Source: an optimization exercise on an open RTL-to-GDS flow (aim: small area). Production flows keep margins and buffers that such runs may drop. The RTL was checked by simulation tests, not by an equivalence proof against the original design. Power figures rest on the tool's default switching activity, not on a simulated workload.

==> flow/design.v (excerpt) <==
module clk_freq_meter_top (
  input  logic        clk,
  input  logic        reset_n,
  input  logic [7:0]  clk_meas,
  input  logic [4:0]  avs_address,
  input  logic        avs_read,
  input  logic        avs_write,
  input  logic [31:0] avs_writedata,
  output logic [31:0] avs_readdata,
  output logic        led_dbg
);
Settings: LEC_CHECK=0, ABC_AREA=1, CAP_MARGIN=20, CORE_MARGIN=2, CORE_UTILIZATION=78, SLEW_MARGIN=20; clock period 7.5 ns.
standard.sh (not shown) runs the stock make flow with config.mk's settings and CLKGATE_MAP_FILE= SYNTH_SCRIPT=/design/flow/synth_recipe.tcl, a recipe that flattens the netlist after the stock synthesis.
==> flow/flow/run.sh <==
#!/bin/bash
set -euo pipefail
here=$(pwd)
rm -rf "$here/scripts_abc"
cp -r "$FLOW_HOME/scripts" "$here/scripts_abc"
cp "$here/flow/abc_area.script" "$here/scripts_abc/abc_area.script"
export SCRIPTS_DIR="$here/scripts_abc"
export CTS_ARGS="-sink_clustering_enable -repair_clock_nets -dont_use_dummy_load -buf_list {sky130_fd_sc_hd__clkbuf_4 sky130_fd_sc_hd__clkbuf_8} -sink_clustering_size 16 -sink_clustering_max_diameter 50"
export BUFFER_PORTS_ARGS="-buffer_cell sky130_fd_sc_hd__buf_1"
bash standard.sh > standard_flow.log 2>&1
==> flow/flow/abc_area.script <==
strash
&get -n
&fraig -x
&put
scorr
dc2
strash
&get -n
&synch2
&dch -f
&nf -R 1000 -p -C 32 -F 8
&put
Next try:
==> flow/run.sh (new file) <==
#!/bin/bash
# synth_recipe.tcl (not shown) runs the flow's synth.tcl, then flattens the netlist and writes it again
# the make line also repeats each setting of config.mk as NAME=value (left out here)
make -C /OpenROAD-flow-scripts/flow DESIGN_CONFIG=/design/flow/config.mk WORK_HOME=/design/flow/orfs CLKGATE_MAP_FILE= SYNTH_SCRIPT=/design/flow/synth_recipe.tcl finish
- CORE_UTILIZATION: 78 -> 75
- CTS_BUF_LIST: default -> sky130_fd_sc_hd__clkbuf_4 sky130_fd_sc_hd__clkbuf_8
- CTS_CLUSTER_DIAMETER: default -> 50
- CTS_CLUSTER_SIZE: default -> 16
removed: flow/flow/run.sh
removed: flow/flow/abc_area.script
removed: flow/standard.sh
The new run completed with no timing, DRC or antenna violations.
Cell area went up by 10%.
Cell count went up by 40%.
Combinational power went up by 24%.

========
Another version of the RTL of clk_freq_meter_top (not shown whole).
Size: about 2200 cells after synthesis, ~520 flip-flops, about 82 I/O pins, roughly 20000 sq um of cells after synthesis.
Settings: LEC_CHECK=0, ABC_AREA=1, CAP_MARGIN=20, CORE_MARGIN=2, CORE_UTILIZATION=70, SLEW_MARGIN=20; clock period 7.5 ns.
==> flow/flow/run.sh <==
#!/bin/bash
set -euo pipefail
export CTS_ARGS="-sink_clustering_enable -repair_clock_nets -dont_use_dummy_load -buf_list {sky130_fd_sc_hd__clkbuf_4 sky130_fd_sc_hd__clkbuf_8}"
export BUFFER_PORTS_ARGS="-buffer_cell sky130_fd_sc_hd__buf_1"
bash standard.sh > standard_flow.log 2>&1
The first run finished with timing, DRC and antenna clean.
Rerun with:
==> flow/run.sh (new file) <==
#!/bin/bash
# synth_recipe.tcl (not shown) runs the flow's synth.tcl, then flattens the netlist and writes it again
# the make line also repeats each setting of config.mk as NAME=value (left out here)
make -C /OpenROAD-flow-scripts/flow DESIGN_CONFIG=/design/flow/config.mk WORK_HOME=/design/flow/orfs CLKGATE_MAP_FILE= SYNTH_SCRIPT=/design/flow/synth_recipe.tcl finish
Settings changed: ABC_AREA 1 to unset, CORE_UTILIZATION 70 to 40.
removed: flow/flow/run.sh
removed: flow/standard.sh
Effect: The new run ran to the end with no violations. Critical path depth decreases by 9. Die area increases by well over a third. Wire length is higher by a few percent. Global-route usage falls by 13 points. Hold slack is better by 0.027 ns. Combinational power grows by roughly a tenth. Sequential share of layout area drops by 3.7 points.
Rerun with:
Settings changed: ABC_AREA set to 1, CORE_UTILIZATION 40 to 70.
The changed run produced a clean layout. Total power goes down by 1.3%. Area after synthesis goes down by about 1%. Final area goes down by about 3%. Routed wire length goes up by 0.87%. Clock-buffer cell count goes up by 6. Die area goes down by 43%. Cell count goes up by about 6%. Sequential power is about the same.

========
RTL: one of the versions met above, not the one the previous note started from.
Size: about 2200 cells after synthesis, about 510 flip-flops, roughly 19000 sq um of cells after synthesis.
export LEC_CHECK = 0
export ABC_AREA = 1
export CAP_MARGIN = 20
export CORE_MARGIN = 2
export CORE_UTILIZATION = 75
export SLEW_MARGIN = 20
create_clock -name core_clock -period 7.5 [get_ports {clk}]
==> flow/flow/run.sh <==
#!/bin/bash
set -euo pipefail
export CTS_ARGS="-sink_clustering_enable -repair_clock_nets -dont_use_dummy_load -buf_list {sky130_fd_sc_hd__clkbuf_4 sky130_fd_sc_hd__clkbuf_8} -sink_clustering_size 16 -sink_clustering_max_diameter 50"
export BUFFER_PORTS_ARGS="-buffer_cell sky130_fd_sc_hd__buf_1"
bash standard.sh > standard_flow.log 2>&1
Edit:
==> flow/flow/run.sh (replaced) <==
#!/bin/bash
set -euo pipefail
here=$(pwd)
rm -rf "$here/scripts_abc"
cp -r "$FLOW_HOME/scripts" "$here/scripts_abc"
cp "$here/flow/abc_area.script" "$here/scripts_abc/abc_area.script"
export SCRIPTS_DIR="$here/scripts_abc"
export CTS_ARGS="-sink_clustering_enable -repair_clock_nets -dont_use_dummy_load -buf_list {sky130_fd_sc_hd__clkbuf_4 sky130_fd_sc_hd__clkbuf_8} -sink_clustering_size 16 -sink_clustering_max_diameter 50"
export BUFFER_PORTS_ARGS="-buffer_cell sky130_fd_sc_hd__buf_1"
bash standard.sh > standard_flow.log 2>&1
==> flow/flow/abc_area.script (new file) <==
strash
&get -n
&fraig -x
&put
scorr
dc2
strash
&get -n
&synch2
&dch -f
&nf
&put
What happened: Worst hold slack barely changes. Final cell count fell by 20%. Final area fell by 5.9%.

========
== try-juniper ==
The RTL this note starts from:
==> flow/design.v <==
package clk_freq_meter_pkg;
  localparam logic [4:0] ADDR_ID     = 5'd0;
  localparam logic [4:0] ADDR_GATE   = 5'd1;
  localparam logic [4:0] ADDR_STATUS = 5'd2;
  localparam logic [4:0] ADDR_CTRL   = 5'd3;
  localparam logic [31:0] ID_VALUE = 32'h434C_4B46;
endpackage
module clk_freq_meter_chan (
  input  logic clk,
  input  logic reset_n,
  input  logic clk_meas,
  output logic edge_o
);
  logic       s0_q;
  logic [5:1] sh_q;
  always_ff @(posedge clk or negedge reset_n) begin
    if (!reset_n) s0_q <= 1'b0;
    else          s0_q <= clk_meas;
  end
  always_ff @(posedge clk) begin
    sh_q <= {sh_q[4:1], s0_q};
  end
  assign edge_o = sh_q[4] & ~sh_q[5];
endmodule
module clk_freq_meter_lt #(
  parameter int W = 13
) (
  input  logic [W-1:0] a,
  input  logic [W-1:0] b,
  output logic         lt
);
  logic [W:0] bw;
  assign bw[0] = 1'b0;
  for (genvar i = 0; i < W; i++) begin : g_bit
    assign bw[i+1] = (~a[i] & b[i]) | (~a[i] & bw[i]) | (b[i] & bw[i]);
  end
  assign lt = bw[W];
endmodule
module clk_freq_meter
(
  input  logic        clk,
  input  logic        reset_n,
  input  logic [7:0]  clk_meas,
  input  logic [4:0]  avs_address,
  input  logic        avs_read,
  input  logic        avs_write,
  input  logic [31:0] avs_writedata,
  output logic [31:0] avs_readdata,
  output logic        led_dbg
);
  localparam int CW = 13;
  localparam logic [13:0] TMR_LAST = 14'h0C25;
  localparam logic [2:0] S_ARM0 = 3'd0;
  localparam logic [2:0] S_ARM4 = 3'd4;
  localparam logic [2:0] S_IDLE = 3'd5;
  localparam logic [2:0] S_RUN  = 3'd6;
  logic [2:0]  state_q, state_d;
  logic [13:0] timer_q, timer_d;
  logic        enable_q, enable_d;
  logic        valid_q;
  logic        first_q;
  logic [7:0]  seq_q;
  logic [3:0]  rot_q;
  logic [7:0]    edge_s;
  logic [7:0]    edge_rot_s;
  logic [CW-1:0] cnt_q  [8];
  logic [CW-1:0] freq_q [8];
  logic [CW-1:0] mm_q   [16];
  logic ctrl_wr_s, clear_s, run_s, last_s, gate_done_s, update_s, rebase_s;
  always_comb begin
    ctrl_wr_s   = avs_write && (avs_address == clk_freq_meter_pkg::ADDR_CTRL);
    clear_s     = ctrl_wr_s && avs_writedata[1];
    enable_d    = ctrl_wr_s ? avs_writedata[0] : enable_q;
    run_s       = (state_q == S_RUN);
    last_s      = (timer_q == TMR_LAST);
    gate_done_s = run_s && last_s && enable_d;
    update_s    = gate_done_s && !clear_s;
    rebase_s    = !run_s || gate_done_s;
  end
  for (genvar i = 0; i < 8; i++) begin : g_chan
    clk_freq_meter_chan u_chan (
      .clk      (clk),
      .reset_n  (reset_n),
      .clk_meas (clk_meas[i]),
      .edge_o   (edge_s[i])
    );
  end
  always_comb begin
    case (state_q)
      S_ARM4:  state_d = enable_d ? S_RUN : S_IDLE;
      S_IDLE:  state_d = enable_d ? S_RUN : S_IDLE;
      S_RUN:   state_d = enable_d ? S_RUN : S_IDLE;
      default: state_d = state_q + 3'd1;
    endcase
    if (run_s && enable_d && !last_s)
      timer_d = {timer_q[12:0], ~(timer_q[13] ^ timer_q[12])};
    else
      timer_d = 14'd0;
  end
  always_ff @(posedge clk or negedge reset_n) begin
    if (!reset_n) begin
      state_q  <= S_ARM0;
      enable_q <= 1'b1;
      valid_q  <= 1'b0;
      seq_q    <= 8'd0;
      rot_q    <= 4'd0;
    end else begin
      state_q  <= state_d;
      enable_q <= enable_d;
      rot_q    <= rot_q + 4'd1;
      if (clear_s) begin
        valid_q <= 1'b0;
      end else if (update_s) begin
        valid_q <= 1'b1;
        seq_q   <= seq_q + 8'd1;
      end
    end
  end
  always_ff @(posedge clk) begin
    timer_q <= timer_d;
  end
  always_comb begin
    logic [7:0] r0, r1;
    r0 = rot_q[0] ? {edge_s[0], edge_s[7:1]} : edge_s;
    r1 = rot_q[1] ? {r0[1:0], r0[7:2]} : r0;
    edge_rot_s = rot_q[2] ? {r1[3:0], r1[7:4]} : r1;
  end
  logic head_lt_s, head_take_s;
  clk_freq_meter_lt #(.W(CW)) u_head_lt (.a(freq_q[0]), .b(mm_q[0]), .lt(head_lt_s));
  assign head_take_s = first_q || (rot_q[3] ? !head_lt_s : head_lt_s);
  always_ff @(posedge clk) begin
    if (update_s) first_q <= !valid_q;
    for (int p = 0; p < 8; p++) begin
      cnt_q[p]  <= rebase_s ? CW'(edge_rot_s[(p+1)%8]) : cnt_q[(p+1)%8] + CW'(edge_rot_s[(p+1)%8]);
      freq_q[p] <= update_s ? cnt_q[(p+1)%8] : freq_q[(p+1)%8];
    end
    for (int p = 0; p < 15; p++) begin
      mm_q[p] <= mm_q[p+1];
    end
    mm_q[15] <= head_take_s ? freq_q[0] : mm_q[0];
  end
  logic [15:0]   rlo_s, rlo_q;
  logic          rones_s, rones_q;
  logic          rid_s, rid_q;
  logic [3:0]    pos_s;
  logic [CW-1:0] f_s, m_s, v_s;
  logic          lt_s, take_f_s;
  clk_freq_meter_lt #(.W(CW)) u_rd_lt (.a(f_s), .b(m_s), .lt(lt_s));
  always_comb begin
    pos_s    = avs_address[3:0] - rot_q;
    f_s      = freq_q[pos_s[2:0]];
    m_s      = mm_q[pos_s];
    take_f_s = first_q || (avs_address[3] ? !lt_s : lt_s);
    v_s      = take_f_s ? f_s : m_s;
    rlo_s   = 16'h0;
    rones_s = 1'b0;
    rid_s   = 1'b0;
    case (avs_address[4:3])
      2'd0: begin
        case (avs_address[2:0])
          3'd0: begin rlo_s = clk_freq_meter_pkg::ID_VALUE[15:0]; rid_s = 1'b1; end
          3'd1: rlo_s = 16'd10000;
          3'd2: rlo_s = {seq_q, 7'd0, valid_q};
          3'd3: rlo_s = {15'd0, enable_q};
          default: rlo_s = 16'h0;
        endcase
      end
      2'd1: rlo_s = valid_q ? 16'(f_s) : 16'h0;
      2'd2: begin
        rlo_s   = valid_q ? 16'(v_s) : 16'hFFFF;
        rones_s = !valid_q;
      end
      default: rlo_s = valid_q ? 16'(v_s) : 16'h0;
    endcase
  end
  always_ff @(posedge clk or negedge reset_n) begin
    if (!reset_n) begin
      rlo_q   <= 16'h0;
      rones_q <= 1'b0;
      rid_q   <= 1'b0;
    end else if (avs_read) begin
      rlo_q   <= rlo_s;
      rones_q <= rones_s;
      rid_q   <= rid_s;
    end
  end
  assign avs_readdata = {rones_q ? 16'hFFFF : (rid_q ? clk_freq_meter_pkg::ID_VALUE[31:16] : 16'h0), rlo_q};
  assign led_dbg      = seq_q[0];
endmodule
module clk_freq_meter_top (
  input  logic        clk,
  input  logic        reset_n,
  input  logic [7:0]  clk_meas,
  input  logic [4:0]  avs_address,
  input  logic        avs_read,
  input  logic        avs_write,
  input  logic [31:0] avs_writedata,
  output logic [31:0] avs_readdata,
  output logic        led_dbg
);
  clk_freq_meter u_meter (
    .clk           (clk),
    .reset_n       (reset_n),
    .clk_meas      (clk_meas),
    .avs_address   (avs_address),
    .avs_read      (avs_read),
    .avs_write     (avs_write),
    .avs_writedata (avs_writedata),
    .avs_readdata  (avs_readdata),
    .led_dbg       (led_dbg)
  );
endmodule
Settings: LEC_CHECK=0, ABC_AREA=1, CAP_MARGIN=20, CORE_MARGIN=2, CORE_UTILIZATION=81, SLEW_MARGIN=20; clock period 7.5 ns.
==> flow/flow/run.sh <==
#!/bin/bash
set -euo pipefail
here=$(pwd)
rm -rf "$here/scripts_abc"
cp -r "$FLOW_HOME/scripts" "$here/scripts_abc"
cp "$here/flow/abc_area.script" "$here/scripts_abc/abc_area.script"
export SCRIPTS_DIR="$here/scripts_abc"
export CTS_ARGS="-sink_clustering_enable -repair_clock_nets -dont_use_dummy_load -buf_list {sky130_fd_sc_hd__clkbuf_4 sky130_fd_sc_hd__clkbuf_8} -sink_clustering_size 16 -sink_clustering_max_diameter 50"
export BUFFER_PORTS_ARGS="-buffer_cell sky130_fd_sc_hd__buf_1"
bash standard.sh > standard_flow.log 2>&1
==> flow/flow/abc_area.script <==
strash
&get -n
&fraig -x
&put
scorr
dc2
strash
&get -n
&synch2
&dch -f
&nf -R 1000 -p -C 32 -F 8
&put
--- input diff try-juniper..try-lagoon ---
--- a/flow/flow/run.sh
+++ b/flow/flow/run.sh
@@ -8 +8 @@
-export CTS_ARGS="-sink_clustering_enable -repair_clock_nets -dont_use_dummy_load -buf_list {sky130_fd_sc_hd__clkbuf_4 sky130_fd_sc_hd__clkbuf_8} -sink_clustering_size 16 -sink_clustering_max_diameter 50"
+export CTS_ARGS="-sink_clustering_enable -repair_clock_nets -dont_use_dummy_load -buf_list {sky130_fd_sc_hd__clkbuf_4} -sink_clustering_size 10 -sink_clustering_max_diameter 40"
--- a/flow/flow/abc_area.script
+++ b/flow/flow/abc_area.script
@@ -11 +11 @@
-&nf -R 1000 -p -C 32 -F 8
+&nf -R 1000 -p -C 32 -F 8 -E 50
--- a/flow/config.mk
+++ b/flow/config.mk
@@ -11 +11 @@
-export CORE_UTILIZATION = 81
+export CORE_UTILIZATION = 78
## What came out
- try-lagoon completed; timing, DRC and antenna clean
- Against try-juniper, routed length on met3 in try-lagoon fell by more than 10%.
- The setup slack after layout number comes out lower for try-juniper vs try-lagoon.
- The final core utilization in try-lagoon sits 3.6 points below the value recorded for try-juniper.
diff inputs: try-lagoon => try-raven
--- a/flow/flow/run.sh
+++ b/flow/flow/run.sh
@@ -8 +8 @@
-export CTS_ARGS="-sink_clustering_enable -repair_clock_nets -dont_use_dummy_load -buf_list {sky130_fd_sc_hd__clkbuf_4} -sink_clustering_size 10 -sink_clustering_max_diameter 40"
+export CTS_ARGS="-sink_clustering_enable -repair_clock_nets -dont_use_dummy_load -buf_list {sky130_fd_sc_hd__clkbuf_4 sky130_fd_sc_hd__clkbuf_8} -sink_clustering_size 16 -sink_clustering_max_diameter 50"
--- a/flow/flow/abc_area.script
+++ b/flow/flow/abc_area.script
@@ -11 +11 @@
-&nf -R 1000 -p -C 32 -F 8 -E 50
+&nf
--- a/flow/config.mk
+++ b/flow/config.mk
@@ -9 +9 @@
-export CAP_MARGIN = 20
+export CAP_MARGIN = 5
@@ -11,2 +11,2 @@
-export CORE_UTILIZATION = 78
-export SLEW_MARGIN = 20
+export CORE_UTILIZATION = 75
+export SLEW_MARGIN = 5
Going from try-lagoon to try-raven, number of nets in the layout grew by more than 10%. Cmp try-raven and try-lagoon / minimum setup slack in the final design / higher: try-raven. NOTE: depth of the worst register-to-register path in try-raven falls short of that of try-lagoon. Against try-lagoon as the reference, try-raven delivers a higher post-placement cell area. try-raven reports its standard cell with the maximum stage delay on the critical path as sky130_fd_sc_hd__and3_1 while try-lagoon reports sky130_fd_sc_hd__fa_1. Summary of try-raven over try-lagoon: wire length of the first global-routing pass saw an increase, met2 track utilization from global routing saw a decrease, relative contribution of the clock network to total power saw an increase, critical path depth saw a decrease, routed wire length saw an increase. Diff try-lagoon..try-raven | number of buffers inserted by port buffering | unchanged. Fmax: try-raven higher than try-lagoon.

[port drivers added, routing unchanged]
How much do the figures lean on ideal ports? The routed layouts below were timed once more, with nothing changed but the port constraints. Step 1 sets driving cells, clkbuf_16 on the clock port and buf_2 on the other inputs (assumed; they add their load-dependent delay and slew). Step 2, shift: input delay + t, output delay - t, t = (earliest + latest rising clock arrival at the registers) / 2. This alone moves slack from input paths to output paths. Slacks: ideal ports / drivers / drivers and shift; pairs: ideal ports / drivers.
run | shift t [ns] | setup WS [ns] | latest minus earliest clock arrival (ns) | worst data-port slew with drivers (ns) | pins driven straight from the clock port
the first run of note 1 | 0.584 | 0.742 / 0.753 / 0.169 | 0.085 / 0.085 | 0.05 | 1
the second run of note 1 | 0.625 | 1.201 / 1.216 / 0.592 | 0.025 / 0.025 | 0.05 | 1
the first run of note 2 | 0.621 | 1.307 / 1.331 / 0.710 | 0.083 / 0.083 | 0.04 | 1
the second run of note 2 | 0.649 | 1.069 / 1.102 / 0.453 | 0.023 / 0.023 | 0.03 | 1
the third run of note 2 | 0.607 | 0.984 / 1.011 / 0.404 | 0.020 / 0.020 | 0.03 | 1
the first run of note 3 | 0.607 | 1.532 / 1.550 / 0.942 | 0.044 / 0.045 | 0.05 | 1
the second run of note 3 | 0.603 | 0.948 / 0.973 / 0.370 | 0.058 / 0.058 | 0.03 | 1
try-juniper | 0.581 | 0.474 / 0.488 / -0.093 | 0.079 / 0.079 | 0.06 | 1
try-lagoon | 0.760 | 0.846 / 0.871 / 0.111 | 0.074 / 0.074 | 0.06 | 1
try-raven | 0.601 | 0.945 / 0.970 / 0.369 | 0.058 / 0.058 | 0.03 | 1
Met with ideal ports but missed after step 2: setup timing in try-juniper. For try-lagoon, which loses most, drivers alone change the setup slack by +0.025 ns; drivers and shift together by -0.735 ns.
